From an optimization exercise on the open Yosys and OpenROAD flow, aimed at small area, a short achievable clock period and few clock cycles per item; shortcuts taken in it are not production practice.
No functional check of the RTL was part of any run shown here.

## flow/design.v

```verilog
`timescale 1ns / 1ps
package mcd_pkg;
    localparam int PT_W   = 11;
    localparam int CHAR_W = 8;
    localparam int DIST_W = 14;
    localparam int N_W    = 28;               
    localparam int X_W    = 29;               
    localparam logic [CHAR_W-1:0] CHAR_NEWLINE = 8'd10;
    localparam logic [CHAR_W-1:0] CHAR_MARK    = 8'd42;
    localparam logic REG_POINT_COL = 1'b0;
    localparam logic REG_POINT_ROW = 1'b1;
endpackage
`timescale 1ns / 1ps
module mcd_front (
    input  logic                         aclk,
    input  logic                         aresetn,
    input  logic                         s_tready,
    input  logic                         s_tvalid,
    input  logic [mcd_pkg::CHAR_W-1:0]   s_tdata,
    input  logic                         cfg_wen,
    input  logic                         cfg_index,
    input  logic [mcd_pkg::PT_W-1:0]     cfg_data,
    output logic                         v_o,
    output logic                         nl_o,
    output logic                         sat_o,
    output logic                         w_acc_o,
    output logic [mcd_pkg::X_W-1:0]      x_o
);
    logic [mcd_pkg::PT_W-1:0] pcol_reg, prow_reg;
    logic [mcd_pkg::PT_W-1:0] col_reg, row_reg;     
    logic                     accept, is_nl, is_mark;
    logic [mcd_pkg::PT_W:0]   ex, ey, fx, fy;
    logic [mcd_pkg::PT_W-1:0] dx, dy;
    logic                     va_reg, vb_reg, vc_reg, vd_reg;
    logic                     nla_reg, nlb_reg, nlc_reg, nld_reg;
    logic [mcd_pkg::PT_W-1:0] dxa_reg, dya_reg;
    logic [23:0]              sb_reg, cb_reg, eb_reg;
    logic                     satd_reg;
    logic [27:0]              yc0_reg, yc1_reg;
    logic [mcd_pkg::N_W-1:0]  nd_reg;
    logic [23:0]              pp_s, pp_c, pp_e;
    logic [27:0]              n_full, y0, y1;
    assign accept  = s_tvalid && s_tready;
    assign is_nl   = (s_tdata == mcd_pkg::CHAR_NEWLINE);
    assign is_mark = (s_tdata == mcd_pkg::CHAR_MARK);
    assign ex = {1'b0, pcol_reg} - {1'b0, col_reg};
    assign fx = {1'b0, col_reg} - {1'b0, pcol_reg};
    assign ey = {1'b0, prow_reg} - {1'b0, row_reg};
    assign fy = {1'b0, row_reg} - {1'b0, prow_reg};
    assign dx = ex[mcd_pkg::PT_W] ? fx[mcd_pkg::PT_W-1:0] : ex[mcd_pkg::PT_W-1:0];
    assign dy = ey[mcd_pkg::PT_W] ? fy[mcd_pkg::PT_W-1:0] : ey[mcd_pkg::PT_W-1:0];
    mcd_sqsum u_sqsum (
        .a (dxa_reg),
        .b (dya_reg),
        .s (pp_s),
        .c (pp_c),
        .e (pp_e)
    );
    mcd_x25 u_x25 (
        .s  (sb_reg),
        .c  (cb_reg),
        .e  (eb_reg),
        .y0 (y0),
        .y1 (y1)
    );
    assign n_full = yc0_reg + yc1_reg;
    always_ff @(posedge aclk) begin
        if (!aresetn) begin
            pcol_reg <= '0;
            prow_reg <= '0;
            col_reg  <= 11'd1;
            row_reg  <= 11'd1;
            va_reg   <= 1'b0;
            vb_reg   <= 1'b0;
            vc_reg   <= 1'b0;
            vd_reg   <= 1'b0;
        end else begin
            if (cfg_wen) begin
                if (cfg_index == mcd_pkg::REG_POINT_COL) pcol_reg <= cfg_data;
                else                                     prow_reg <= cfg_data;
            end
            if (accept) begin
                if (is_nl) begin
                    col_reg <= 11'd1;
                    if (!row_reg[10]) row_reg <= row_reg + 11'd1;
                end else if (!col_reg[10]) begin
                    col_reg <= col_reg + 11'd1;
                end
            end
            va_reg <= accept && (is_nl || is_mark);
            vb_reg <= va_reg;
            vc_reg <= vb_reg;
            vd_reg <= vc_reg;
        end
    end
    always_ff @(posedge aclk) begin
        nla_reg <= is_nl;
        dxa_reg <= dx;
        dya_reg <= dy;
        nlb_reg <= nla_reg;
        sb_reg  <= pp_s;
        cb_reg  <= pp_c;
        eb_reg  <= pp_e;
        nlc_reg <= nlb_reg;
        yc0_reg <= y0;
        yc1_reg <= y1;
        nld_reg <= nlc_reg;
        nd_reg  <= {n_full[25:0], 2'b00};
        satd_reg <= |n_full[27:26];
    end
    assign w_acc_o = accept && (is_nl || is_mark);
    assign v_o  = vd_reg;
    assign nl_o = nld_reg;
    assign sat_o = satd_reg;
    assign x_o  = {1'b0, nd_reg};
endmodule
module mcd_sqsum (
    input  logic [10:0] a,
    input  logic [10:0] b,
    output logic [23:0] s,
    output logic [23:0] c,
    output logic [23:0] e
);
    logic w1, w2, w3, w4, w5, w6, w7, w8, w9, w10, w11, w12, w13, w14, w15, w16, w17, w18, w19, w20, w21, w22, w23, w24, w25, w26, w27, w28, w29, w30, w31, w32, w33, w34, w35, w36, w37, w38, w39, w40, w41, w42, w43, w44, w45, w46, w47, w48, w49, w50, w51, w52, w53, w54, w55, w56, w57, w58, w59, w60, w61, w62, w63, w64, w65, w66, w67, w68, w69, w70, w71, w72, w73, w74, w75, w76, w77, w78, w79, w80, w81, w82, w83, w84, w85, w86, w87, w88, w89, w90, w91, w92, w93, w94, w95, w96, w97, w98, w99, w100, w101, w102, w103, w104, w105, w106, w107, w108, w109, w110, w111, w112, w113, w114, w115, w116, w117, w118, w119, w120, w121, w122, w123, w124, w125, w126, w127, w128, w129, w130, w131, w132, w133, w134, w135, w136, w137, w138, w139, w140, w141, w142, w143, w144, w145, w146, w147, w148, w149, w150, w151, w152, w153, w154, w155, w156, w157, w158, w159, w160, w161, w162, w163, w164;
    assign w1 = (a[0] & a[7]) ^ (a[1] & a[6]);
    assign w2 = (a[0] & a[7]) & (a[1] & a[6]);
    assign w3 = (a[0] & a[9]) ^ (a[1] & a[8]) ^ (a[2] & a[7]);
    assign w4 = ((a[0] & a[9]) & (a[1] & a[8])) | ((a[0] & a[9]) & (a[2] & a[7])) | ((a[1] & a[8]) & (a[2] & a[7]));
    assign w5 = (a[3] & a[6]) ^ (a[4] & a[5]);
    assign w6 = (a[3] & a[6]) & (a[4] & a[5]);
    assign w7 = (a[0] & a[10]) ^ (a[1] & a[9]) ^ (a[2] & a[8]);
    assign w8 = ((a[0] & a[10]) & (a[1] & a[9])) | ((a[0] & a[10]) & (a[2] & a[8])) | ((a[1] & a[9]) & (a[2] & a[8]));
    assign w9 = (a[3] & a[7]) ^ (a[4] & a[6]);
    assign w10 = (a[3] & a[7]) & (a[4] & a[6]);
    assign w11 = (a[1] & a[10]) ^ (a[2] & a[9]) ^ (a[3] & a[8]);
    assign w12 = ((a[1] & a[10]) & (a[2] & a[9])) | ((a[1] & a[10]) & (a[3] & a[8])) | ((a[2] & a[9]) & (a[3] & a[8]));
    assign w13 = (a[4] & a[7]) ^ (a[5] & a[6]) ^ a[6];
    assign w14 = ((a[4] & a[7]) & (a[5] & a[6])) | ((a[4] & a[7]) & a[6]) | ((a[5] & a[6]) & a[6]);
    assign w15 = (b[1] & b[10]) ^ (b[2] & b[9]);
    assign w16 = (b[1] & b[10]) & (b[2] & b[9]);
    assign w17 = (a[2] & a[10]) ^ (a[3] & a[9]) ^ (a[4] & a[8]);
    assign w18 = ((a[2] & a[10]) & (a[3] & a[9])) | ((a[2] & a[10]) & (a[4] & a[8])) | ((a[3] & a[9]) & (a[4] & a[8]));
    assign w19 = (a[3] & a[10]) ^ (a[4] & a[9]) ^ (a[5] & a[8]);
    assign w20 = ((a[3] & a[10]) & (a[4] & a[9])) | ((a[3] & a[10]) & (a[5] & a[8])) | ((a[4] & a[9]) & (a[5] & a[8]));
    assign w21 = (a[0] & a[5]) ^ (a[1] & a[4]) ^ (a[2] & a[3]);
    assign w22 = ((a[0] & a[5]) & (a[1] & a[4])) | ((a[0] & a[5]) & (a[2] & a[3])) | ((a[1] & a[4]) & (a[2] & a[3]));
    assign w23 = (a[0] & a[6]) ^ (a[1] & a[5]);
    assign w24 = (a[0] & a[6]) & (a[1] & a[5]);
    assign w25 = w1 ^ (a[2] & a[5]) ^ (a[3] & a[4]);
    assign w26 = (w1 & (a[2] & a[5])) | (w1 & (a[3] & a[4])) | ((a[2] & a[5]) & (a[3] & a[4]));
    assign w27 = a[4] ^ (b[0] & b[7]) ^ (b[1] & b[6]);
    assign w28 = (a[4] & (b[0] & b[7])) | (a[4] & (b[1] & b[6])) | ((b[0] & b[7]) & (b[1] & b[6]));
    assign w29 = w2 ^ (a[0] & a[8]) ^ (a[1] & a[7]);
    assign w30 = (w2 & (a[0] & a[8])) | (w2 & (a[1] & a[7])) | ((a[0] & a[8]) & (a[1] & a[7]));
    assign w31 = (a[2] & a[6]) ^ (a[3] & a[5]) ^ (b[0] & b[8]);
    assign w32 = ((a[2] & a[6]) & (a[3] & a[5])) | ((a[2] & a[6]) & (b[0] & b[8])) | ((a[3] & a[5]) & (b[0] & b[8]));
    assign w33 = (b[1] & b[7]) ^ (b[2] & b[6]);
    assign w34 = (b[1] & b[7]) & (b[2] & b[6]);
    assign w35 = w3 ^ w5 ^ a[5];
    assign w36 = (w3 & w5) | (w3 & a[5]) | (w5 & a[5]);
    assign w37 = (b[0] & b[9]) ^ (b[1] & b[8]) ^ (b[2] & b[7]);
    assign w38 = ((b[0] & b[9]) & (b[1] & b[8])) | ((b[0] & b[9]) & (b[2] & b[7])) | ((b[1] & b[8]) & (b[2] & b[7]));
    assign w39 = (b[3] & b[6]) ^ (b[4] & b[5]) ^ b[5];
    assign w40 = ((b[3] & b[6]) & (b[4] & b[5])) | ((b[3] & b[6]) & b[5]) | ((b[4] & b[5]) & b[5]);
    assign w41 = w4 ^ w6 ^ w7;
    assign w42 = (w4 & w6) | (w4 & w7) | (w6 & w7);
    assign w43 = w9 ^ (b[0] & b[10]) ^ (b[1] & b[9]);
    assign w44 = (w9 & (b[0] & b[10])) | (w9 & (b[1] & b[9])) | ((b[0] & b[10]) & (b[1] & b[9]));
    assign w45 = (b[2] & b[8]) ^ (b[3] & b[7]) ^ (b[4] & b[6]);
    assign w46 = ((b[2] & b[8]) & (b[3] & b[7])) | ((b[2] & b[8]) & (b[4] & b[6])) | ((b[3] & b[7]) & (b[4] & b[6]));
    assign w47 = w8 ^ w10 ^ w11;
    assign w48 = (w8 & w10) | (w8 & w11) | (w10 & w11);
    assign w49 = w13 ^ w15 ^ (b[3] & b[8]);
    assign w50 = (w13 & w15) | (w13 & (b[3] & b[8])) | (w15 & (b[3] & b[8]));
    assign w51 = (b[4] & b[7]) ^ (b[5] & b[6]) ^ b[6];
    assign w52 = ((b[4] & b[7]) & (b[5] & b[6])) | ((b[4] & b[7]) & b[6]) | ((b[5] & b[6]) & b[6]);
    assign w53 = w12 ^ w14 ^ w16;
    assign w54 = (w12 & w14) | (w12 & w16) | (w14 & w16);
    assign w55 = w17 ^ (a[5] & a[7]) ^ (b[2] & b[10]);
    assign w56 = (w17 & (a[5] & a[7])) | (w17 & (b[2] & b[10])) | ((a[5] & a[7]) & (b[2] & b[10]));
    assign w57 = (b[3] & b[9]) ^ (b[4] & b[8]) ^ (b[5] & b[7]);
    assign w58 = ((b[3] & b[9]) & (b[4] & b[8])) | ((b[3] & b[9]) & (b[5] & b[7])) | ((b[4] & b[8]) & (b[5] & b[7]));
    assign w59 = w18 ^ w19 ^ (a[6] & a[7]);
    assign w60 = (w18 & w19) | (w18 & (a[6] & a[7])) | (w19 & (a[6] & a[7]));
    assign w61 = a[7] ^ (b[3] & b[10]) ^ (b[4] & b[9]);
    assign w62 = (a[7] & (b[3] & b[10])) | (a[7] & (b[4] & b[9])) | ((b[3] & b[10]) & (b[4] & b[9]));
    assign w63 = (b[5] & b[8]) ^ (b[6] & b[7]) ^ b[7];
    assign w64 = ((b[5] & b[8]) & (b[6] & b[7])) | ((b[5] & b[8]) & b[7]) | ((b[6] & b[7]) & b[7]);
    assign w65 = w20 ^ (a[4] & a[10]) ^ (a[5] & a[9]);
    assign w66 = (w20 & (a[4] & a[10])) | (w20 & (a[5] & a[9])) | ((a[4] & a[10]) & (a[5] & a[9]));
    assign w67 = (a[6] & a[8]) ^ (b[4] & b[10]) ^ (b[5] & b[9]);
    assign w68 = ((a[6] & a[8]) & (b[4] & b[10])) | ((a[6] & a[8]) & (b[5] & b[9])) | ((b[4] & b[10]) & (b[5] & b[9]));
    assign w69 = (a[5] & a[10]) ^ (a[6] & a[9]) ^ (a[7] & a[8]);
    assign w70 = ((a[5] & a[10]) & (a[6] & a[9])) | ((a[5] & a[10]) & (a[7] & a[8])) | ((a[6] & a[9]) & (a[7] & a[8]));
    assign w71 = a[8] ^ (b[5] & b[10]) ^ (b[6] & b[9]);
    assign w72 = (a[8] & (b[5] & b[10])) | (a[8] & (b[6] & b[9])) | ((b[5] & b[10]) & (b[6] & b[9]));
    assign w73 = (a[0] & a[3]) ^ (a[1] & a[2]) ^ a[2];
    assign w74 = ((a[0] & a[3]) & (a[1] & a[2])) | ((a[0] & a[3]) & a[2]) | ((a[1] & a[2]) & a[2]);
    assign w75 = (a[0] & a[4]) ^ (a[1] & a[3]);
    assign w76 = (a[0] & a[4]) & (a[1] & a[3]);
    assign w77 = w21 ^ a[3] ^ (b[0] & b[5]);
    assign w78 = (w21 & a[3]) | (w21 & (b[0] & b[5])) | (a[3] & (b[0] & b[5]));
    assign w79 = (b[1] & b[4]) ^ (b[2] & b[3]);
    assign w80 = (b[1] & b[4]) & (b[2] & b[3]);
    assign w81 = w22 ^ w23 ^ (a[2] & a[4]);
    assign w82 = (w22 & w23) | (w22 & (a[2] & a[4])) | (w23 & (a[2] & a[4]));
    assign w83 = (b[0] & b[6]) ^ (b[1] & b[5]) ^ (b[2] & b[4]);
    assign w84 = ((b[0] & b[6]) & (b[1] & b[5])) | ((b[0] & b[6]) & (b[2] & b[4])) | ((b[1] & b[5]) & (b[2] & b[4]));
    assign w85 = w24 ^ w25 ^ w27;
    assign w86 = (w24 & w25) | (w24 & w27) | (w25 & w27);
    assign w87 = (b[2] & b[5]) ^ (b[3] & b[4]) ^ b[4];
    assign w88 = ((b[2] & b[5]) & (b[3] & b[4])) | ((b[2] & b[5]) & b[4]) | ((b[3] & b[4]) & b[4]);
    assign w89 = w26 ^ w28 ^ w29;
    assign w90 = (w26 & w28) | (w26 & w29) | (w28 & w29);
    assign w91 = w31 ^ w33 ^ (b[3] & b[5]);
    assign w92 = (w31 & w33) | (w31 & (b[3] & b[5])) | (w33 & (b[3] & b[5]));
    assign w93 = w30 ^ w32 ^ w34;
    assign w94 = (w30 & w32) | (w30 & w34) | (w32 & w34);
    assign w95 = w35 ^ w37 ^ w39;
    assign w96 = (w35 & w37) | (w35 & w39) | (w37 & w39);
    assign w97 = w36 ^ w38 ^ w40;
    assign w98 = (w36 & w38) | (w36 & w40) | (w38 & w40);
    assign w99 = w41 ^ w43 ^ w45;
    assign w100 = (w41 & w43) | (w41 & w45) | (w43 & w45);
    assign w101 = w42 ^ w44 ^ w46;
    assign w102 = (w42 & w44) | (w42 & w46) | (w44 & w46);
    assign w103 = w47 ^ w49 ^ w51;
    assign w104 = (w47 & w49) | (w47 & w51) | (w49 & w51);
    assign w105 = w48 ^ w50 ^ w52;
    assign w106 = (w48 & w50) | (w48 & w52) | (w50 & w52);
    assign w107 = w53 ^ w55 ^ w57;
    assign w108 = (w53 & w55) | (w53 & w57) | (w55 & w57);
    assign w109 = w54 ^ w56 ^ w58;
    assign w110 = (w54 & w56) | (w54 & w58) | (w56 & w58);
    assign w111 = w59 ^ w61 ^ w63;
    assign w112 = (w59 & w61) | (w59 & w63) | (w61 & w63);
    assign w113 = w60 ^ w62 ^ w64;
    assign w114 = (w60 & w62) | (w60 & w64) | (w62 & w64);
    assign w115 = w65 ^ w67 ^ (b[6] & b[8]);
    assign w116 = (w65 & w67) | (w65 & (b[6] & b[8])) | (w67 & (b[6] & b[8]));
    assign w117 = w66 ^ w68 ^ w69;
    assign w118 = (w66 & w68) | (w66 & w69) | (w68 & w69);
    assign w119 = w71 ^ (b[7] & b[8]) ^ b[8];
    assign w120 = (w71 & (b[7] & b[8])) | (w71 & b[8]) | ((b[7] & b[8]) & b[8]);
    assign w121 = w70 ^ w72 ^ (a[6] & a[10]);
    assign w122 = (w70 & w72) | (w70 & (a[6] & a[10])) | (w72 & (a[6] & a[10]));
    assign w123 = (a[7] & a[9]) ^ (b[6] & b[10]) ^ (b[7] & b[9]);
    assign w124 = ((a[7] & a[9]) & (b[6] & b[10])) | ((a[7] & a[9]) & (b[7] & b[9])) | ((b[6] & b[10]) & (b[7] & b[9]));
    assign w125 = (a[7] & a[10]) ^ (a[8] & a[9]) ^ a[9];
    assign w126 = ((a[7] & a[10]) & (a[8] & a[9])) | ((a[7] & a[10]) & a[9]) | ((a[8] & a[9]) & a[9]);
    assign w127 = (b[7] & b[10]) ^ (b[8] & b[9]) ^ b[9];
    assign w128 = ((b[7] & b[10]) & (b[8] & b[9])) | ((b[7] & b[10]) & b[9]) | ((b[8] & b[9]) & b[9]);
    assign w129 = (a[0] & a[1]) ^ a[1];
    assign w130 = (a[0] & a[1]) & a[1];
    assign w131 = w73 ^ (b[0] & b[3]);
    assign w132 = w73 & (b[0] & b[3]);
    assign w133 = w74 ^ w75 ^ (b[0] & b[4]);
    assign w134 = (w74 & w75) | (w74 & (b[0] & b[4])) | (w75 & (b[0] & b[4]));
    assign w135 = w76 ^ w77 ^ w79;
    assign w136 = (w76 & w77) | (w76 & w79) | (w77 & w79);
    assign w137 = w78 ^ w80 ^ w81;
    assign w138 = (w78 & w80) | (w78 & w81) | (w80 & w81);
    assign w139 = w82 ^ w84 ^ w85;
    assign w140 = (w82 & w84) | (w82 & w85) | (w84 & w85);
    assign w141 = w86 ^ w88 ^ w89;
    assign w142 = (w86 & w88) | (w86 & w89) | (w88 & w89);
    assign w143 = w90 ^ w92 ^ w93;
    assign w144 = (w90 & w92) | (w90 & w93) | (w92 & w93);
    assign w145 = w94 ^ w96 ^ w97;
    assign w146 = (w94 & w96) | (w94 & w97) | (w96 & w97);
    assign w147 = w98 ^ w100 ^ w101;
    assign w148 = (w98 & w100) | (w98 & w101) | (w100 & w101);
    assign w149 = w102 ^ w104 ^ w105;
    assign w150 = (w102 & w104) | (w102 & w105) | (w104 & w105);
    assign w151 = w106 ^ w108 ^ w109;
    assign w152 = (w106 & w108) | (w106 & w109) | (w108 & w109);
    assign w153 = w110 ^ w112 ^ w113;
    assign w154 = (w110 & w112) | (w110 & w113) | (w112 & w113);
    assign w155 = w114 ^ w116 ^ w117;
    assign w156 = (w114 & w116) | (w114 & w117) | (w116 & w117);
    assign w157 = w118 ^ w120 ^ w121;
    assign w158 = (w118 & w120) | (w118 & w121) | (w120 & w121);
    assign w159 = w122 ^ w124 ^ w125;
    assign w160 = (w122 & w124) | (w122 & w125) | (w124 & w125);
    assign w161 = w126 ^ w128 ^ (a[8] & a[10]);
    assign w162 = (w126 & w128) | (w126 & (a[8] & a[10])) | (w128 & (a[8] & a[10]));
    assign w163 = (a[9] & a[10]) ^ a[10] ^ (b[9] & b[10]);
    assign w164 = ((a[9] & a[10]) & a[10]) | ((a[9] & a[10]) & (b[9] & b[10])) | (a[10] & (b[9] & b[10]));
    assign s = {1'b0, 1'b0, w164, w162, w160, w158, w156, w154, w152, w150, w148, w146, w144, w142, w140, w138, w136, w134, w132, w131, w130, w129, 1'b0, a[0]};
    assign c = {1'b0, 1'b0, 1'b0, w163, w161, w159, w157, w155, w153, w151, w149, w147, w145, w143, w141, w139, w137, w135, w133, (b[1] & b[2]), (a[0] & a[2]), (b[0] & b[1]), 1'b0, b[0]};
    assign e = {1'b0, 1'b0, 1'b0, b[10], (b[8] & b[10]), w127, w123, w119, w115, w111, w107, w103, w99, w95, w91, w87, w83, b[3], (b[1] & b[3]), b[2], (b[0] & b[2]), b[1], 1'b0, 1'b0};
endmodule
module mcd_x25 (
    input  logic [23:0] s,
    input  logic [23:0] c,
    input  logic [23:0] e,
    output logic [27:0] y0,
    output logic [27:0] y1
);
    logic w1, w2, w3, w4, w5, w6, w7, w8, w9, w10, w11, w12, w13, w14, w15, w16, w17, w18, w19, w20, w21, w22, w23, w24, w25, w26, w27, w28, w29, w30, w31, w32, w33, w34, w35, w36, w37, w38, w39, w40, w41, w42, w43, w44, w45, w46, w47, w48, w49, w50, w51, w52, w53, w54, w55, w56, w57, w58, w59, w60, w61, w62, w63, w64, w65, w66, w67, w68, w69, w70, w71, w72, w73, w74, w75, w76, w77, w78, w79, w80, w81, w82, w83, w84, w85, w86, w87, w88, w89, w90, w91, w92, w93, w94, w95, w96, w97, w98, w99, w100, w101, w102, w103, w104, w105, w106, w107, w108, w109, w110, w111, w112, w113, w114, w115, w116, w117, w118, w119, w120, w121, w122, w123, w124, w125, w126, w127, w128, w129, w130, w131, w132, w133, w134, w135, w136, w137, w138, w139, w140, w141, w142, w143, w144, w145, w146, w147, w148, w149, w150, w151, w152, w153, w154, w155, w156, w157, w158, w159, w160, w161, w162, w163, w164, w165, w166, w167, w168, w169, w170, w171, w172, w173, w174, w175, w176, w177, w178, w179, w180, w181, w182, w183, w184, w185, w186, w187, w188, w189, w190, w191, w192, w193, w194, w195, w196, w197, w198, w199, w200, w201, w202, w203, w204, w205, w206, w207, w208, w209, w210, w211, w212, w213, w214, w215, w216, w217, w218, w219, w220, w221, w222, w223, w224, w225, w226, w227, w228, w229, w230, w231, w232;
    assign w1 = s[0] ^ c[0] ^ e[0];
    assign w2 = (s[0] & c[0]) | (s[0] & e[0]) | (c[0] & e[0]);
    assign w3 = s[1] ^ c[1] ^ e[1];
    assign w4 = (s[1] & c[1]) | (s[1] & e[1]) | (c[1] & e[1]);
    assign w5 = s[2] ^ c[2] ^ e[2];
    assign w6 = (s[2] & c[2]) | (s[2] & e[2]) | (c[2] & e[2]);
    assign w7 = s[3] ^ c[3] ^ e[3];
    assign w8 = (s[3] & c[3]) | (s[3] & e[3]) | (c[3] & e[3]);
    assign w9 = s[4] ^ c[4] ^ e[4];
    assign w10 = (s[4] & c[4]) | (s[4] & e[4]) | (c[4] & e[4]);
    assign w11 = s[5] ^ c[5] ^ e[5];
    assign w12 = (s[5] & c[5]) | (s[5] & e[5]) | (c[5] & e[5]);
    assign w13 = s[6] ^ c[6] ^ e[6];
    assign w14 = (s[6] & c[6]) | (s[6] & e[6]) | (c[6] & e[6]);
    assign w15 = s[7] ^ c[7] ^ e[7];
    assign w16 = (s[7] & c[7]) | (s[7] & e[7]) | (c[7] & e[7]);
    assign w17 = s[8] ^ c[8] ^ e[8];
    assign w18 = (s[8] & c[8]) | (s[8] & e[8]) | (c[8] & e[8]);
    assign w19 = s[9] ^ c[9] ^ e[9];
    assign w20 = (s[9] & c[9]) | (s[9] & e[9]) | (c[9] & e[9]);
    assign w21 = s[10] ^ c[10] ^ e[10];
    assign w22 = (s[10] & c[10]) | (s[10] & e[10]) | (c[10] & e[10]);
    assign w23 = s[11] ^ c[11] ^ e[11];
    assign w24 = (s[11] & c[11]) | (s[11] & e[11]) | (c[11] & e[11]);
    assign w25 = s[12] ^ c[12] ^ e[12];
    assign w26 = (s[12] & c[12]) | (s[12] & e[12]) | (c[12] & e[12]);
    assign w27 = s[13] ^ c[13] ^ e[13];
    assign w28 = (s[13] & c[13]) | (s[13] & e[13]) | (c[13] & e[13]);
    assign w29 = s[14] ^ c[14] ^ e[14];
    assign w30 = (s[14] & c[14]) | (s[14] & e[14]) | (c[14] & e[14]);
    assign w31 = s[15] ^ c[15] ^ e[15];
    assign w32 = (s[15] & c[15]) | (s[15] & e[15]) | (c[15] & e[15]);
    assign w33 = s[16] ^ c[16] ^ e[16];
    assign w34 = (s[16] & c[16]) | (s[16] & e[16]) | (c[16] & e[16]);
    assign w35 = s[17] ^ c[17] ^ e[17];
    assign w36 = (s[17] & c[17]) | (s[17] & e[17]) | (c[17] & e[17]);
    assign w37 = s[18] ^ c[18] ^ e[18];
    assign w38 = (s[18] & c[18]) | (s[18] & e[18]) | (c[18] & e[18]);
    assign w39 = s[19] ^ c[19] ^ e[19];
    assign w40 = (s[19] & c[19]) | (s[19] & e[19]) | (c[19] & e[19]);
    assign w41 = s[20] ^ c[20] ^ e[20];
    assign w42 = (s[20] & c[20]) | (s[20] & e[20]) | (c[20] & e[20]);
    assign w43 = s[21] ^ c[21] ^ e[21];
    assign w44 = (s[21] & c[21]) | (s[21] & e[21]) | (c[21] & e[21]);
    assign w45 = s[22] ^ c[22] ^ e[22];
    assign w46 = (s[22] & c[22]) | (s[22] & e[22]) | (c[22] & e[22]);
    assign w47 = s[23] ^ c[23] ^ e[23];
    assign w48 = (s[23] & c[23]) | (s[23] & e[23]) | (c[23] & e[23]);
    assign w49 = w1 ^ w3;
    assign w50 = w1 & w3;
    assign w51 = w3 ^ w5 ^ w11;
    assign w52 = (w3 & w5) | (w3 & w11) | (w5 & w11);
    assign w53 = w2 ^ w4;
    assign w54 = w2 & w4;
    assign w55 = w5 ^ w7 ^ w13;
    assign w56 = (w5 & w7) | (w5 & w13) | (w7 & w13);
    assign w57 = w4 ^ w6 ^ w12;
    assign w58 = (w4 & w6) | (w4 & w12) | (w6 & w12);
    assign w59 = w7 ^ w9 ^ w15;
    assign w60 = (w7 & w9) | (w7 & w15) | (w9 & w15);
    assign w61 = w6 ^ w8 ^ w14;
    assign w62 = (w6 & w8) | (w6 & w14) | (w8 & w14);
    assign w63 = w9 ^ w11 ^ w17;
    assign w64 = (w9 & w11) | (w9 & w17) | (w11 & w17);
    assign w65 = w8 ^ w10 ^ w16;
    assign w66 = (w8 & w10) | (w8 & w16) | (w10 & w16);
    assign w67 = w11 ^ w13 ^ w19;
    assign w68 = (w11 & w13) | (w11 & w19) | (w13 & w19);
    assign w69 = w10 ^ w12 ^ w18;
    assign w70 = (w10 & w12) | (w10 & w18) | (w12 & w18);
    assign w71 = w13 ^ w15 ^ w21;
    assign w72 = (w13 & w15) | (w13 & w21) | (w15 & w21);
    assign w73 = w12 ^ w14 ^ w20;
    assign w74 = (w12 & w14) | (w12 & w20) | (w14 & w20);
    assign w75 = w15 ^ w17 ^ w23;
    assign w76 = (w15 & w17) | (w15 & w23) | (w17 & w23);
    assign w77 = w14 ^ w16 ^ w22;
    assign w78 = (w14 & w16) | (w14 & w22) | (w16 & w22);
    assign w79 = w17 ^ w19 ^ w25;
    assign w80 = (w17 & w19) | (w17 & w25) | (w19 & w25);
    assign w81 = w16 ^ w18 ^ w24;
    assign w82 = (w16 & w18) | (w16 & w24) | (w18 & w24);
    assign w83 = w19 ^ w21 ^ w27;
    assign w84 = (w19 & w21) | (w19 & w27) | (w21 & w27);
    assign w85 = w18 ^ w20 ^ w26;
    assign w86 = (w18 & w20) | (w18 & w26) | (w20 & w26);
    assign w87 = w21 ^ w23 ^ w29;
    assign w88 = (w21 & w23) | (w21 & w29) | (w23 & w29);
    assign w89 = w20 ^ w22 ^ w28;
    assign w90 = (w20 & w22) | (w20 & w28) | (w22 & w28);
    assign w91 = w23 ^ w25 ^ w31;
    assign w92 = (w23 & w25) | (w23 & w31) | (w25 & w31);
    assign w93 = w22 ^ w24 ^ w30;
    assign w94 = (w22 & w24) | (w22 & w30) | (w24 & w30);
    assign w95 = w25 ^ w27 ^ w33;
    assign w96 = (w25 & w27) | (w25 & w33) | (w27 & w33);
    assign w97 = w24 ^ w26 ^ w32;
    assign w98 = (w24 & w26) | (w24 & w32) | (w26 & w32);
    assign w99 = w27 ^ w29 ^ w35;
    assign w100 = (w27 & w29) | (w27 & w35) | (w29 & w35);
    assign w101 = w26 ^ w28 ^ w34;
    assign w102 = (w26 & w28) | (w26 & w34) | (w28 & w34);
    assign w103 = w29 ^ w31 ^ w37;
    assign w104 = (w29 & w31) | (w29 & w37) | (w31 & w37);
    assign w105 = w28 ^ w30 ^ w36;
    assign w106 = (w28 & w30) | (w28 & w36) | (w30 & w36);
    assign w107 = w31 ^ w33 ^ w39;
    assign w108 = (w31 & w33) | (w31 & w39) | (w33 & w39);
    assign w109 = w30 ^ w32 ^ w38;
    assign w110 = (w30 & w32) | (w30 & w38) | (w32 & w38);
    assign w111 = w33 ^ w35 ^ w41;
    assign w112 = (w33 & w35) | (w33 & w41) | (w35 & w41);
    assign w113 = w32 ^ w34 ^ w40;
    assign w114 = (w32 & w34) | (w32 & w40) | (w34 & w40);
    assign w115 = w35 ^ w37 ^ w43;
    assign w116 = (w35 & w37) | (w35 & w43) | (w37 & w43);
    assign w117 = w34 ^ w36 ^ w42;
    assign w118 = (w34 & w36) | (w34 & w42) | (w36 & w42);
    assign w119 = w37 ^ w39 ^ w45;
    assign w120 = (w37 & w39) | (w37 & w45) | (w39 & w45);
    assign w121 = w36 ^ w38 ^ w44;
    assign w122 = (w36 & w38) | (w36 & w44) | (w38 & w44);
    assign w123 = w39 ^ w41 ^ w47;
    assign w124 = (w39 & w41) | (w39 & w47) | (w41 & w47);
    assign w125 = w38 ^ w40 ^ w46;
    assign w126 = (w38 & w40) | (w38 & w46) | (w40 & w46);
    assign w127 = w41 ^ w43 ^ w40;
    assign w128 = (w41 & w43) | (w41 & w40) | (w43 & w40);
    assign w129 = w42 ^ w48;
    assign w130 = w42 & w48;
    assign w131 = w43 ^ w45 ^ w42;
    assign w132 = (w43 & w45) | (w43 & w42) | (w45 & w42);
    assign w133 = w45 ^ w47;
    assign w134 = w45 & w47;
    assign w135 = w49 ^ w9;
    assign w136 = w49 & w9;
    assign w137 = w50 ^ w51 ^ w53;
    assign w138 = (w50 & w51) | (w50 & w53) | (w51 & w53);
    assign w139 = w52 ^ w54 ^ w55;
    assign w140 = (w52 & w54) | (w52 & w55) | (w54 & w55);
    assign w141 = w56 ^ w58 ^ w59;
    assign w142 = (w56 & w58) | (w56 & w59) | (w58 & w59);
    assign w143 = w60 ^ w62 ^ w63;
    assign w144 = (w60 & w62) | (w60 & w63) | (w62 & w63);
    assign w145 = w64 ^ w66 ^ w67;
    assign w146 = (w64 & w66) | (w64 & w67) | (w66 & w67);
    assign w147 = w68 ^ w70 ^ w71;
    assign w148 = (w68 & w70) | (w68 & w71) | (w70 & w71);
    assign w149 = w72 ^ w74 ^ w75;
    assign w150 = (w72 & w74) | (w72 & w75) | (w74 & w75);
    assign w151 = w76 ^ w78 ^ w79;
    assign w152 = (w76 & w78) | (w76 & w79) | (w78 & w79);
    assign w153 = w80 ^ w82 ^ w83;
    assign w154 = (w80 & w82) | (w80 & w83) | (w82 & w83);
    assign w155 = w84 ^ w86 ^ w87;
    assign w156 = (w84 & w86) | (w84 & w87) | (w86 & w87);
    assign w157 = w88 ^ w90 ^ w91;
    assign w158 = (w88 & w90) | (w88 & w91) | (w90 & w91);
    assign w159 = w92 ^ w94 ^ w95;
    assign w160 = (w92 & w94) | (w92 & w95) | (w94 & w95);
    assign w161 = w96 ^ w98 ^ w99;
    assign w162 = (w96 & w98) | (w96 & w99) | (w98 & w99);
    assign w163 = w100 ^ w102 ^ w103;
    assign w164 = (w100 & w102) | (w100 & w103) | (w102 & w103);
    assign w165 = w104 ^ w106 ^ w107;
    assign w166 = (w104 & w106) | (w104 & w107) | (w106 & w107);
    assign w167 = w108 ^ w110 ^ w111;
    assign w168 = (w108 & w110) | (w108 & w111) | (w110 & w111);
    assign w169 = w112 ^ w114 ^ w115;
    assign w170 = (w112 & w114) | (w112 & w115) | (w114 & w115);
    assign w171 = w116 ^ w118 ^ w119;
    assign w172 = (w116 & w118) | (w116 & w119) | (w118 & w119);
    assign w173 = w120 ^ w122 ^ w123;
    assign w174 = (w120 & w122) | (w120 & w123) | (w122 & w123);
    assign w175 = w124 ^ w126 ^ w127;
    assign w176 = (w124 & w126) | (w124 & w127) | (w126 & w127);
    assign w177 = w128 ^ w130 ^ w131;
    assign w178 = (w128 & w130) | (w128 & w131) | (w130 & w131);
    assign w179 = w132 ^ w133 ^ w44;
    assign w180 = (w132 & w133) | (w132 & w44) | (w133 & w44);
    assign w181 = w134 ^ w47 ^ w46;
    assign w182 = (w134 & w47) | (w134 & w46) | (w47 & w46);
    assign w183 = w1 ^ w7;
    assign w184 = w1 & w7;
    assign w185 = w135 ^ w2 ^ w8;
    assign w186 = (w135 & w2) | (w135 & w8) | (w2 & w8);
    assign w187 = w136 ^ w137 ^ w10;
    assign w188 = (w136 & w137) | (w136 & w10) | (w137 & w10);
    assign w189 = w138 ^ w139 ^ w57;
    assign w190 = (w138 & w139) | (w138 & w57) | (w139 & w57);
    assign w191 = w140 ^ w141 ^ w61;
    assign w192 = (w140 & w141) | (w140 & w61) | (w141 & w61);
    assign w193 = w142 ^ w143 ^ w65;
    assign w194 = (w142 & w143) | (w142 & w65) | (w143 & w65);
    assign w195 = w144 ^ w145 ^ w69;
    assign w196 = (w144 & w145) | (w144 & w69) | (w145 & w69);
    assign w197 = w146 ^ w147 ^ w73;
    assign w198 = (w146 & w147) | (w146 & w73) | (w147 & w73);
    assign w199 = w148 ^ w149 ^ w77;
    assign w200 = (w148 & w149) | (w148 & w77) | (w149 & w77);
    assign w201 = w150 ^ w151 ^ w81;
    assign w202 = (w150 & w151) | (w150 & w81) | (w151 & w81);
    assign w203 = w152 ^ w153 ^ w85;
    assign w204 = (w152 & w153) | (w152 & w85) | (w153 & w85);
    assign w205 = w154 ^ w155 ^ w89;
    assign w206 = (w154 & w155) | (w154 & w89) | (w155 & w89);
    assign w207 = w156 ^ w157 ^ w93;
    assign w208 = (w156 & w157) | (w156 & w93) | (w157 & w93);
    assign w209 = w158 ^ w159 ^ w97;
    assign w210 = (w158 & w159) | (w158 & w97) | (w159 & w97);
    assign w211 = w160 ^ w161 ^ w101;
    assign w212 = (w160 & w161) | (w160 & w101) | (w161 & w101);
    assign w213 = w162 ^ w163 ^ w105;
    assign w214 = (w162 & w163) | (w162 & w105) | (w163 & w105);
    assign w215 = w164 ^ w165 ^ w109;
    assign w216 = (w164 & w165) | (w164 & w109) | (w165 & w109);
    assign w217 = w166 ^ w167 ^ w113;
    assign w218 = (w166 & w167) | (w166 & w113) | (w167 & w113);
    assign w219 = w168 ^ w169 ^ w117;
    assign w220 = (w168 & w169) | (w168 & w117) | (w169 & w117);
    assign w221 = w170 ^ w171 ^ w121;
    assign w222 = (w170 & w171) | (w170 & w121) | (w171 & w121);
    assign w223 = w172 ^ w173 ^ w125;
    assign w224 = (w172 & w173) | (w172 & w125) | (w173 & w125);
    assign w225 = w174 ^ w175 ^ w129;
    assign w226 = (w174 & w175) | (w174 & w129) | (w175 & w129);
    assign w227 = w176 ^ w177 ^ w44;
    assign w228 = (w176 & w177) | (w176 & w44) | (w177 & w44);
    assign w229 = w178 ^ w179 ^ w46;
    assign w230 = (w178 & w179) | (w178 & w46) | (w179 & w46);
    assign w231 = w180 ^ w181 ^ w48;
    assign w232 = (w180 & w181) | (w180 & w48) | (w181 & w48);
    assign y0 = {w230, w228, w226, w224, w222, w220, w218, w216, w214, w212, w210, w208, w206, w204, w202, w200, w198, w196, w194, w192, w190, w188, w186, w184, w183, w5, w3, w1};
    assign y1 = {w231, w229, w227, w225, w223, w221, w219, w217, w215, w213, w211, w209, w207, w205, w203, w201, w199, w197, w195, w193, w191, w189, w187, w185, w6, w4, w2, 1'b0};
endmodule
`timescale 1ns / 1ps
module mcd_sqrt_step #(
    parameter int K = 0
) (
    input  logic [mcd_pkg::X_W-1:0] x,
    input  logic [15:0]             un,
    output logic [mcd_pkg::X_W-1:0] y,
    output logic [15:0]             un_o
);
    localparam int RW = K + 5;      
    localparam int DW = K + 6;      
    logic [13:0]   qn;              
    logic [RW-1:0] rp;
    logic [DW-1:0] d1, d2, d3;
    logic [1:0]    dig;
    logic [K+2:0]  rn;
    logic [15:0]   unm, unp;
    assign qn = 14'(x >> (mcd_pkg::X_W - K)) | ~((14'd1 << K) - 14'd1);
    assign rp = x[mcd_pkg::X_W-1-K -: RW];
    assign d1 = DW'(rp) + DW'({2'b11, qn, 3'b111});     
    assign d2 = DW'(rp) + DW'({1'b1, qn, 4'b1100});     
    assign d3 = DW'(rp) + DW'({un, 3'b111});            
    assign unm = un - 16'd1;                            
    assign unp = un + 16'd1;                            
    always_comb begin
        if (!d3[DW-1]) begin
            dig  = 2'd3;
            rn   = d3[K+2:0];
            un_o = {unm[13:0], 2'b01};
        end else if (!d2[DW-1]) begin
            dig  = 2'd2;
            rn   = d2[K+2:0];
            un_o = {un[13:0], 2'b00};
        end else if (!d1[DW-1]) begin
            dig  = 2'd1;
            rn   = d1[K+2:0];
            un_o = {un[13:0], 2'b11};
        end else begin
            dig  = 2'd0;
            rn   = rp[K+2:0];
            un_o = {unp[13:0], 2'b10};
        end
    end
    assign y = (mcd_pkg::X_W'({qn, ~dig} & ((16'd1 << (K + 2)) - 16'd1)) << (mcd_pkg::X_W - 2 - K))
             | (mcd_pkg::X_W'(rn) << (24 - 2 * K))
             | (x & ((mcd_pkg::X_W'(1) << (24 - 2 * K)) - mcd_pkg::X_W'(1)));
endmodule
module mcd_sqrt_cell #(
    parameter int K = 0
) (
    input  logic                     aclk,
    input  logic                     aresetn,
    input  logic                     v_i,
    input  logic                     nl_i,
    input  logic                     sat_i,
    input  logic [mcd_pkg::X_W-1:0]  x_i,
    input  logic [15:0]              un_i,
    output logic                     v_o,
    output logic                     nl_o,
    output logic                     sat_o,
    output logic [mcd_pkg::X_W-1:0]  x_o,
    output logic [15:0]              un_o
);
    logic                     v_reg, nl_reg, sat_reg;
    logic [mcd_pkg::X_W-1:0]  x_reg, x_next;
    logic [K+3:0]             un_reg;
    logic [15:0]              un_next;
    mcd_sqrt_step #(.K(K)) u_step (.x(x_i), .un(un_i), .y(x_next), .un_o(un_next));
    always_ff @(posedge aclk) begin
        if (!aresetn) v_reg <= 1'b0;
        else          v_reg <= v_i;
    end
    always_ff @(posedge aclk) begin
        nl_reg <= nl_i;
        sat_reg <= sat_i;
        x_reg  <= x_next;
        un_reg <= un_next[K+3:0];
    end
    assign v_o  = v_reg;
    assign nl_o = nl_reg;
    assign sat_o = sat_reg;
    assign x_o  = x_reg;
    assign un_o = 16'(un_reg) | ~((16'd1 << (K + 4)) - 16'd1);
endmodule
`timescale 1ns / 1ps
module mcd_out #(
    parameter int QN = 7,                  
    parameter int QB = (QN > 1) ? $clog2(QN) : 1
) (
    input  logic                        aclk,
    input  logic                        aresetn,
    input  logic                        w_acc,       
    input  logic                        v_i,
    input  logic                        nl_i,
    input  logic                        sat_i,       
    input  logic [mcd_pkg::X_W-1:0]     x_i,
    input  logic                        m_tready,
    output logic                        s_tready,
    output logic                        m_tvalid,
    output logic [15:0]                 m_tdata,
    output logic [0:0]                  m_tuser
);
    localparam int CW = $clog2(QN + 2);
    logic [13:0]   q, q1;
    logic [14:0]   r;
    logic          up;
    logic [14:0]   word_next, word;    
    logic          wv_reg;
    logic          h_valid, rdy_reg, take, h_free;
    logic [14:0]   h_word;
    logic [14:0]   mem [QN];
    logic [QB-1:0] wp, rp;
    logic [QB:0]   qcnt;
    logic [CW-1:0] cnt, cnt_next;
    logic          q_empty, push, pop;
    assign q  = ~x_i[28:15];             
    assign r  = x_i[14:0];
    assign q1 = q + 14'd1;
    assign up = (r > {1'b0, q});
    always_comb begin
        if (nl_i)                       word_next = {1'b1, 14'd0};
        else if (sat_i || (up && (&q))) word_next = {1'b0, 14'h3FFF};
        else if (up)                    word_next = {1'b0, q1};
        else                            word_next = {1'b0, q};
    end
    always_ff @(posedge aclk) begin
        if (!aresetn) wv_reg <= 1'b0;
        else          wv_reg <= v_i;
    end
    always_ff @(posedge aclk) begin
        word <= word_next;
    end
    assign take    = h_valid && m_tready;
    assign h_free  = !h_valid || take;
    assign q_empty = (qcnt == '0);
    assign pop     = h_free && !q_empty;
    assign push    = wv_reg && !(h_free && q_empty);
    always_comb begin
        cnt_next = cnt;
        if (w_acc && !take)      cnt_next = cnt + CW'(1);
        else if (!w_acc && take) cnt_next = cnt - CW'(1);
    end
    always_ff @(posedge aclk) begin
        if (!aresetn) begin
            h_valid <= 1'b0;
            rdy_reg <= 1'b1;
            cnt     <= '0;
            wp      <= '0;
            rp      <= '0;
            qcnt    <= '0;
        end else begin
            if (h_free) h_valid <= wv_reg || !q_empty;
            rdy_reg <= (cnt_next <= CW'(QN));
            cnt     <= cnt_next;
            if (push) wp <= (wp == QB'(QN - 1)) ? '0 : wp + QB'(1);
            if (pop)  rp <= (rp == QB'(QN - 1)) ? '0 : rp + QB'(1);
            if (push && !pop)      qcnt <= qcnt + (QB+1)'(1);
            else if (pop && !push) qcnt <= qcnt - (QB+1)'(1);
        end
    end
    always_ff @(posedge aclk) begin
        if (h_free) h_word <= q_empty ? word : mem[rp];
        if (push)   mem[wp] <= word;
    end
    assign s_tready = rdy_reg;
    assign m_tvalid = h_valid;
    assign m_tdata  = {2'b00, h_word[13:0]};
    assign m_tuser  = h_word[14];
endmodule
`timescale 1ns / 1ps
module marked_cell_distance #(
    parameter int MAX_COLS = 1024,
    parameter int MAX_ROWS = 1024
) (
    input  logic                        aclk,
    input  logic                        aresetn,
    input  logic                        s_tvalid,
    output logic                        s_tready,
    input  logic [7:0]                  s_tdata,    
    output logic                        m_tvalid,
    input  logic                        m_tready,
    output logic [15:0]                 m_tdata,    
    output logic [0:0]                  m_tuser,    
    input  logic                        cfg_wen,
    input  logic                        cfg_index,
    input  logic [mcd_pkg::PT_W-1:0]    cfg_data
);
    localparam int NS = 7;     
    logic                                w_acc;
    logic [NS:0]                         v_c, nl_c, sat_c;
    logic [NS:0][mcd_pkg::X_W-1:0]       x_c;
    logic [NS:0][15:0]                   un_c;
    assign un_c[0] = ~16'd1;    
    mcd_front u_front (
        .aclk      (aclk),
        .aresetn   (aresetn),
        .s_tready  (s_tready),
        .s_tvalid  (s_tvalid),
        .s_tdata   (s_tdata),
        .cfg_wen   (cfg_wen),
        .cfg_index (cfg_index),
        .cfg_data  (cfg_data),
        .v_o       (v_c[0]),
        .nl_o      (nl_c[0]),
        .sat_o     (sat_c[0]),
        .w_acc_o   (w_acc),
        .x_o       (x_c[0])
    );
    for (genvar i = 0; i < NS; i++) begin : g_cell
        mcd_sqrt_cell #(
            .K (2 * i)
        ) u_cell (
            .aclk    (aclk),
            .aresetn (aresetn),
            .v_i     (v_c[i]),
            .nl_i    (nl_c[i]),
            .sat_i   (sat_c[i]),
            .x_i     (x_c[i]),
            .un_i    (un_c[i]),
            .v_o     (v_c[i+1]),
            .nl_o    (nl_c[i+1]),
            .sat_o   (sat_c[i+1]),
            .x_o     (x_c[i+1]),
            .un_o    (un_c[i+1])
        );
    end
    mcd_out u_out (
        .aclk     (aclk),
        .aresetn  (aresetn),
        .v_i      (v_c[NS]),
        .nl_i     (nl_c[NS]),
        .sat_i    (sat_c[NS]),
        .x_i      (x_c[NS]),
        .m_tready (m_tready),
        .w_acc    (w_acc),
        .s_tready (s_tready),
        .m_tvalid (m_tvalid),
        .m_tdata  (m_tdata),
        .m_tuser  (m_tuser)
    );
endmodule
```

## flow/run.sh

```bash
#!/bin/bash
# synth_recipe.tcl (not shown) runs the flow's synth.tcl, then flattens the netlist and writes it again
# the make line also repeats each setting of config.mk as NAME=value (left out here)
make -C /OpenROAD-flow-scripts/flow DESIGN_CONFIG=/design/flow/config.mk WORK_HOME=/design/flow/orfs CLKGATE_MAP_FILE= SYNTH_SCRIPT=/design/flow/synth_recipe.tcl finish
```

## flow/config.mk

```make
export PLATFORM = sky130hd
export DESIGN_NAME = marked_cell_distance
export DESIGN_NICKNAME = marked_cell_distance
export VERILOG_FILES = /design/flow/design.v
export SDC_FILE = /design/flow/constraint.sdc
export NUM_CORES = 4
export LEC_CHECK = 0
export ABC_CLOCK_PERIOD_IN_PS = 2500
export CAP_MARGIN = 20
export CORE_MARGIN = 2
export CORE_UTILIZATION = 40
export SETUP_SLACK_MARGIN = 3.8
export SLEW_MARGIN = 20
```

## flow/constraint.sdc

```tcl
create_clock -name core_clock -period 6.5 [get_ports {aclk}]
set_input_delay 1.3000 -clock core_clock [delete_from_list [all_inputs] [get_ports {aclk}]]
set_output_delay 1.3000 -clock core_clock [all_outputs]
set_load 0.01 [all_outputs]
```

==> results of run 1 <==
[layout make-up]
type                       count  area share
multi-input combinational   2248       0.489
sequential                   633       0.360
clock buffer                 102      0.0512
tap                         1070      0.0346
timing repair buffer         128      0.0292
inverter                     267      0.0261
clock inverter                22      0.0101
[logic make-up after synthesis]
| group | Yosys count | share of synthesized area |
|---|---|---|
| mux | 90 | 0.0330 |
| compound gates | 639 | 0.122 |
| other cells | 1 | 0.000113 |
| buf+inv | 344 | 0.0406 |
| flops | 633 | 0.417 |
| fa+ha+maj | 441 | 0.200 |
| simple gates | 826 | 0.123 |
| xor+xnor | 246 | 0.0648 |
[worst min path at each step]
stage / start / end / slack (ns) / cells after the start
4_1_cts: g_cell[1].u_cell.x_reg[11] / g_cell[2].u_cell.x_reg[11] / 0.31 / 0
3_5_place_dp: u_front.nd_reg[21] / g_cell[0].u_cell.x_reg[21] / 0.31 / 0
3_3_place_gp: g_cell[0].u_cell.x_reg[16] / g_cell[1].u_cell.x_reg[16] / 0.31 / 0
6_report: g_cell[1].u_cell.x_reg[11] / g_cell[2].u_cell.x_reg[11] / 0.31 / 0
2_1_floorplan: u_front.nld_reg / g_cell[0].u_cell.nl_reg / 0.31 / 0
5_1_grt: g_cell[1].u_cell.x_reg[11] / g_cell[2].u_cell.x_reg[11] / 0.32 / 0
[per-layer routing]
layer  global-route usage  vias up  share of wire
li1                     -    11400              -
met1                0.215    10800           0.45
met2                0.291      335           0.49
met3               0.0222      128          0.033
met4               0.0480        0          0.025
met5                    0        -              0
[cells in the final DEF (no fill, tap or decap), types with 120 or more instances in the layout]
cell type	n
sky130_fd_sc_hd__dfxtp_1	475
sky130_fd_sc_hd__ha_1	280
sky130_fd_sc_hd__inv_1	259
sky130_fd_sc_hd__nand2_1	208
sky130_fd_sc_hd__a21oi_1	198
sky130_fd_sc_hd__nor2_1	187
sky130_fd_sc_hd__xnor2_1	152
sky130_fd_sc_hd__fa_1	140
sky130_fd_sc_hd__o21ai_0	136
sky130_fd_sc_hd__edfxtp_1	120
[worst register-to-register path: stages (launching register included)]
cell                        delay (ns)
sky130_fd_sc_hd__dfxtp_1          0.44
sky130_fd_sc_hd__inv_2            0.12
sky130_fd_sc_hd__fa_1             0.47
sky130_fd_sc_hd__nor2b_1          0.20
sky130_fd_sc_hd__o2111ai_1        0.13
sky130_fd_sc_hd__nand4b_1         0.18
sky130_fd_sc_hd__a31o_2           0.21
sky130_fd_sc_hd__a21o_1           0.12
sky130_fd_sc_hd__a21oi_1          0.07
sky130_fd_sc_hd__xor2_1           0.19
sky130_fd_sc_hd__o21ai_2          0.07
sky130_fd_sc_hd__a221o_1          0.33
[what timing repair did]
action	CTS	global route
cloned	3	2
buffers inserted	42	33
gates resized for setup	107	141
setup endpoints to repair	234	118
pin swaps	31	43
==> parameters.txt, run 1 <==
Parameter                              Value

Setup path
  Path type of the worst setup path ... input pin to register
  Critical Path Sink Type ... register
  Buffers plus inverters on the worst setup path ... 1
  Critical path launch point ... s_tdata[1]
  Maximum fanout along the worst path ... 5
  Critical Path Sink ... u_front.row_reg[7]
  Family of cells with the greatest summed delay on the critical path ... simple AND/OR/NAND/NOR gates
  Data required time of the critical path ... 7.05 ns
  Crit Reg-Reg Startpoint ... g_cell[5].u_cell.x_reg[2]
  Maximum cell stage delay along the critical path ... about 0.48 ns
  Sequence of cells on the critical path ... clkdlybuf4s50_1 -> nand3_2 -> or3_4 -> nor2_4 -> nand4_1 -> or3_1 -> a21oi_2
  Stages on worst setup path ... 7
  Flop-to-flop setup slack ... 3.85 ns
  Register-to-Register Path Depth ... 11
  Critical Path Slowest Stage Cell ... sky130_fd_sc_hd__clkdlybuf4s50_1
  FF-to-FF End ... g_cell[6].u_cell.x_reg[14]
  CP Data Arrival Time ... roughly 3.2 ns
  Launching element type of the critical path ... input pin

Cells and area
  Max reg flops ... 190
  Final design area excluding fillers ... 38700 um2
  Layout Cells excl Fill ... between 4000 and 5000
  Filler Cell Count ... 7562
  Register Area ... 14000 um2
  Ant. Diodes ... 0
  Proportion of layout cells with a drive suffix above 1 ... 0.126
  Multi-input gate area in the final layout ... 18900 um2
  Layout area overhead ... 16.4%
  Nets@finish ... 3813
  Fraction of the core area covered by cells at the end of the flow ... 0.471

GRT
  Number of global-route vias before repair ... around 22000
  Antenna violations before repair ... 0
  Maximum number of pins on one net before global-route repair ... 47
  Grt ovf ... 0
  Wire length of the first global-routing pass ... 116000 um
  All-layer global routing usage ... 0.167

Routing
  # DRC ... 0
  DRT Pass-1 Iters ... 5
  Detail-routed net length per standard cell ... 16.0 um
  Via count ... ~23000
  Violation count after the first detailed-route iteration ... 1031
  Total wirelength of the detailed-routed design ... about 72000 um
  Mean number of vias per cell ... about 5.1
  Post-route ant nets ... 0

STA
  Clock tree skew after final layout ... 0.0389 ns
  Final Slew Violations ... 0
  Min Clock Period, post-route ... 2.69 ns
  Worst hold slack after final layout ... 0.307 ns
  Slew margin rel. ... 0.338
  Period utilization ... 0.413
  Setup Viol. Count Final ... 0
  Setup repair after global routing missed its margin ... yes
  Count of final hold-check violations ... 0
  Accumulated negative setup slack ... 0 ns
  Actual transition at the worst max-transition pin ... 0.992 ns
  Min setup slack post-route ... 3.81 ns
  Top achievable clock speed ... 372 MHz

Clocking
  Clock Pin Slew Worst Setup and Hold Paths ... approximately 0.060 ns
  Clock tree from TritonCTS ... built
  Number of buffers created by CTS ... 69
  Max Root-Sink Buffers ... 3
  Insertion delay of the later-clocked pin in the worst-skew pair ... between 0.6 and 0.7 ns
  Clock Sink Count ... 633
  H-tree levels ... 3
  Clock root cell ... sky130_fd_sc_hd__clkbuf_16
  Post-cts hold buffer count ... 0

Placement
  Final weighted congestion of routability-driven global placement ... ~0.84
  Hpwl dp ... ~52000 um
  Worst slack at placement ... roughly 2.8 ns
  Number of buffers added on ports ... 41
  Cell area reported after detailed placement ... 34900 um2
  Placed Cells ... 4266

Floorplan
  Top-Level Pins ... 44
  Floorplan Core Area ... 82200 um2
  Die height ... slightly below 300 um
  Std cell rows ... 105
  Die Outline Area ... ~86000 um2
  Floorplan die width ... 292 um
  Initial Util ... 0.405

Yosys
  Area share of the largest cell type after synthesis ... 0.309
  Cell variety after synth ... 89
  Top post-synthesis cells by area ... sky130_fd_sc_hd__dfxtp_1 31%, sky130_fd_sc_hd__ha_1 11%, sky130_fd_sc_hd__edfxtp_1 11%
  Syn Std Cell Area ... 33300 um2
  Cell type with the highest aggregate area in the netlist ... sky130_fd_sc_hd__dfxtp_1
  Top cells by instance count after synthesis ... 513 x sky130_fd_sc_hd__dfxtp_1, 291 x sky130_fd_sc_hd__ha_1, 267 x sky130_fd_sc_hd__inv_1, 216 x sky130_fd_sc_hd__nand2_1, 212 x sky130_fd_sc_hd__a21oi_1
  Share of the yosys chip area belonging to registers ... 0.417
  Post-synthesis instance total ... 3220
  Top_reg_cell synth ... sky130_fd_sc_hd__dfxtp_1
  Average instance area after synthesis ... roughly 10 um2
  Most frequent cell after synthesis ... sky130_fd_sc_hd__dfxtp_1
  YS warnings ... 16
  Post-synth ARST share ... 0
  Number of flops mapped to enable cells by yosys ... 120
  Yosys reg bits ... 633

Job
  Number of max-cap violations ... 0

Run status
  Status ... finished clean

Worst hold path
  Class of the worst hold path ... register to register
==> run 2: changes to the inputs <==
--- a/flow/config.mk
+++ b/flow/config.mk
@@ -9,5 +9,5 @@
 export CAP_MARGIN = 20
 export CORE_MARGIN = 2
 export CORE_UTILIZATION = 40
-export SETUP_SLACK_MARGIN = 3.8
+export SETUP_SLACK_MARGIN = 4.0
 export SLEW_MARGIN = 20
==> run 2 against run 1 <==
- routed wire length is 3.6% higher
- synthesized cell count stayed put
- non-clock buffer count is 53 higher
- first-iteration DRC count is 4.3% lower
- die area stayed put
- area after synthesis stayed put
- flip-flop and latch count stayed put
- critical path type is now register to register
==> parameters.txt, run 2 <==
Parameter                              Value

Yosys
  Cell variety after synth ... 89 (unchanged)
  Post-synthesis instance total ... 3220 (unchanged)
  Number of flops mapped to enable cells by yosys ... 120 (unchanged)
  Most frequent cell after synthesis ... sky130_fd_sc_hd__dfxtp_1 (unchanged)
  Top cells by instance count after synthesis ... 513 x sky130_fd_sc_hd__dfxtp_1, 291 x sky130_fd_sc_hd__ha_1, 267 x sky130_fd_sc_hd__inv_1, 216 x sky130_fd_sc_hd__nand2_1, 212 x sky130_fd_sc_hd__a21oi_1 (unchanged)
  Share of the yosys chip area belonging to registers ... 0.417 (unchanged)
  YS warnings ... 16 (unchanged)
  Yosys reg bits ... 633 (unchanged)
  Post-synth ARST share ... 0 (unchanged)
  Cell type with the highest aggregate area in the netlist ... sky130_fd_sc_hd__dfxtp_1 (unchanged)
  Top post-synthesis cells by area ... sky130_fd_sc_hd__dfxtp_1 31%, sky130_fd_sc_hd__ha_1 11%, sky130_fd_sc_hd__edfxtp_1 11% (unchanged)
  Top_reg_cell synth ... sky130_fd_sc_hd__dfxtp_1 (unchanged)
  Syn Std Cell Area ... 33300 um2 (unchanged)
  Area share of the largest cell type after synthesis ... 0.309 (unchanged)
  Average instance area after synthesis ... 10.3 um2 (unchanged)

Setup path
  Flop-to-flop setup slack ... 3.81 ns (was 3.85 ns)
  Data required time of the critical path ... 6.98 ns (was 7.05 ns)
  Launching element type of the critical path ... register (was input pin)
  Critical Path Sink Type ... register (unchanged)
  CP Data Arrival Time ... 3.17 ns (was 3.24 ns)
  Maximum fanout along the worst path ... 3 (was 5)
  Path type of the worst setup path ... register to register (was input pin to register)

GRT
  All-layer global routing usage ... 0.169 (was 0.167)
  Number of global-route vias before repair ... 22800 (was 22400)
  Wire length of the first global-routing pass ... 118000 um (was 116000 um)
  Grt ovf ... 0 (unchanged)
  Antenna violations before repair ... 0 (unchanged)
  Maximum number of pins on one net before global-route repair ... 48 (was 47)

Floorplan
  Floorplan Core Area ... 82200 um2 (unchanged)
  Floorplan die width ... 292 um (unchanged)
  Die height ... 292 um (unchanged)
  Die Outline Area ... 85500 um2 (unchanged)
  Top-Level Pins ... 44 (unchanged)
  Std cell rows ... 105 (unchanged)
  Initial Util ... 0.405 (unchanged)

STA
  Slew margin rel. ... 0.353 (was 0.338)
  Min Clock Period, post-route ... 2.69 ns (about the same)
  Clock tree skew after final layout ... 0.0215 ns (was 0.0389 ns)
  Count of final hold-check violations ... 0 (unchanged)
  Setup repair after global routing missed its margin ... yes (unchanged)
  Min setup slack post-route ... 3.81 ns (about the same)
  Final Slew Violations ... 0 (unchanged)
  Top achievable clock speed ... 371 MHz (was 372 MHz)
  Setup Viol. Count Final ... 0 (unchanged)
  Accumulated negative setup slack ... 0 ns (unchanged)
  Actual transition at the worst max-transition pin ... 0.969 ns (was 0.992 ns)
  Period utilization ... 0.414 (was 0.413)

Cells and area
  Filler Cell Count ... 7460 (was 7562)
  Proportion of layout cells with a drive suffix above 1 ... 0.221 (was 0.126)
  Commonest cells after routing, fill and taps aside ... 409 x sky130_fd_sc_hd__dfxtp_1, 249 x sky130_fd_sc_hd__ha_1, 228 x sky130_fd_sc_hd__inv_1 (was 475 x sky130_fd_sc_hd__dfxtp_1, 280 x sky130_fd_sc_hd__ha_1, 259 x sky130_fd_sc_hd__inv_1)
  Layout area overhead ... 21.3% (was 16.4%)
  Multi-input gate area in the final layout ... 20000 um2 (was 18900 um2)
  Final design area excluding fillers ... 40400 um2 (was 38700 um2)
  Nets@finish ... 3868 (was 3813)
  Max reg flops ... 190 (unchanged)
  Ant. Diodes ... 0 (unchanged)
  Register Area ... 14100 um2 (was 14000 um2)
  Most common cell after layout, fill and taps aside ... sky130_fd_sc_hd__dfxtp_1 (unchanged)

Routing
  Total wirelength of the detailed-routed design ... 74300 um (was 71700 um)
  Via count ... 23200 (was 22600)
  Post-route ant nets ... 0 (unchanged)
  Detail-routed net length per standard cell ... 16.4 um (was 16.0 um)
  DRT Pass-1 Iters ... 6 (was 5)
  Violation count after the first detailed-route iteration ... 987 (was 1031)
  # DRC ... 0 (unchanged)
  Mean number of vias per cell ... 5.13 (was 5.07)

Run status
  Status ... finished clean (unchanged)

Job
  Number of max-cap violations ... 0 (unchanged)

Clocking
  Number of buffers created by CTS ... 68 (was 69)
  Clock Pin Slew Worst Setup and Hold Paths ... 0.06 ns (about the same)
  Max Root-Sink Buffers ... 3 (unchanged)
  H-tree levels ... 3 (unchanged)
  Clock Sink Count ... 633 (unchanged)
  Insertion delay of the later-clocked pin in the worst-skew pair ... 0.60 ns (was 0.62 ns)
  Clock root cell ... sky130_fd_sc_hd__clkbuf_16 (unchanged)
  Clock tree from TritonCTS ... built (unchanged)

Placement
  Final weighted congestion of routability-driven global placement ... 0.816 (was 0.844)
  Worst slack at placement ... 2.73 ns (was 2.78 ns)
  Cell area reported after detailed placement ... 35000 um2 (was 34900 um2)
  Number of buffers added on ports ... 41 (unchanged)
  Hpwl dp ... 51700 um (was 52200 um)

Worst hold path
  Class of the worst hold path ... register to register (unchanged)
run 2: kinds of logic after synthesis:
family | count (synthesis) | synth area share
simple gates | 826 | 0.123
compound gates | 639 | 0.122
flops | 633 | 0.417
fa+ha+maj | 441 | 0.200
buf+inv | 344 | 0.0406
xor+xnor | 246 | 0.0648
mux | 90 | 0.0330
other cells | 1 | 0.000113
run 2: area by class of cell:
type	count	area share
sequential	633	0.349
inverter	267	0.0251
clock buffer	90	0.0468
multi-input combinational	2251	0.496
tap	1070	0.0332
clock inverter	35	0.0118
timing repair buffer	181	0.0379
run 2: worst paths after layout:
kind / startpoint / to / cells after the start
hold / removal: g_cell[5].u_cell.nl_reg / g_cell[6].u_cell.nl_reg / 0
setup reg to reg: u_front.yc1_reg[4] / u_front.satd_reg / 12
setup / recovery: u_front.yc1_reg[4] / u_front.satd_reg / 12
hold reg to reg: g_cell[5].u_cell.nl_reg / g_cell[6].u_cell.nl_reg / 0
run 2: timing repair:
action,CTS,global route
gates cloned,6,3
endpoints found under the setup margin,327,227
hold buffers,0,0
setup buffers,80,49
resized for setup,330,267
pin swaps,105,147
run 2: metal layers:
metal | wire (um) | part of all wire | vias up | GRT usage
met4 | 2240 | 0.030 | 0 | 0.0552
met2 | 36800 | 0.50 | 390 | 0.295
li1 | - | - | 11500 | -
met3 | 2380 | 0.032 | 146 | 0.0233
met1 | 32900 | 0.44 | 11200 | 0.216
met5 | 0 | 0 | - | 0
run 2: through the flow:
stage	cells	hold slack, ns	utilization
floorplan	3221	0.310	-
CTS	4475	0.317	0.474
global placement	4264	0.310	0.426
detailed placement	4264	0.312	0.426
global route	4527	0.327	0.491
finish	4527	0.316	0.491
run 2: worst max-delay path, cell delays in order (launching register included):
cell and delay [ns]:
sky130_fd_sc_hd__dfxtp_1 0.40, sky130_fd_sc_hd__inv_1 0.09, sky130_fd_sc_hd__fa_2 0.36, sky130_fd_sc_hd__or2b_1 0.25, sky130_fd_sc_hd__a21oi_2 0.17, sky130_fd_sc_hd__o41a_1 0.16
sky130_fd_sc_hd__buf_6 0.11, sky130_fd_sc_hd__a211o_1 0.16, sky130_fd_sc_hd__nand4_1 0.20, sky130_fd_sc_hd__o21ai_2 0.22, sky130_fd_sc_hd__a21oi_2 0.08, sky130_fd_sc_hd__nor4_2 0.26
sky130_fd_sc_hd__nand2_1 0.11

-- port drivers added, routing unchanged --
Ports are ideal in the flow. The routed layouts listed here were re-timed in OpenROAD.
Step 1: set_driving_cell puts a clkbuf_16 on aclk and a buf_2 on each other input, an assumption about the parent block.
Step 2 moves the port delays by t, midway between the first and last clock arrival at a register: inputs arrive t later, outputs are due t later. That takes back most of the time a late clock gives input paths.
Slacks: no drivers / after step 1 / after step 2; pairs: no drivers / after step 1.
run	t (ns)	setup slack, ns	latest minus earliest clock arrival (ns)	pins driven straight from the clock port
run 1	0.670	3.813 / 3.802 / 3.170	0.053 / 0.053	1
run 2	0.663	3.808 / 3.808 / 3.298	0.030 / 0.031	1
After both steps setup and hold are still met in every run listed. The setup slack of run 1, which loses most, moves by -0.011 ns with the drivers and by -0.643 ns with both steps.
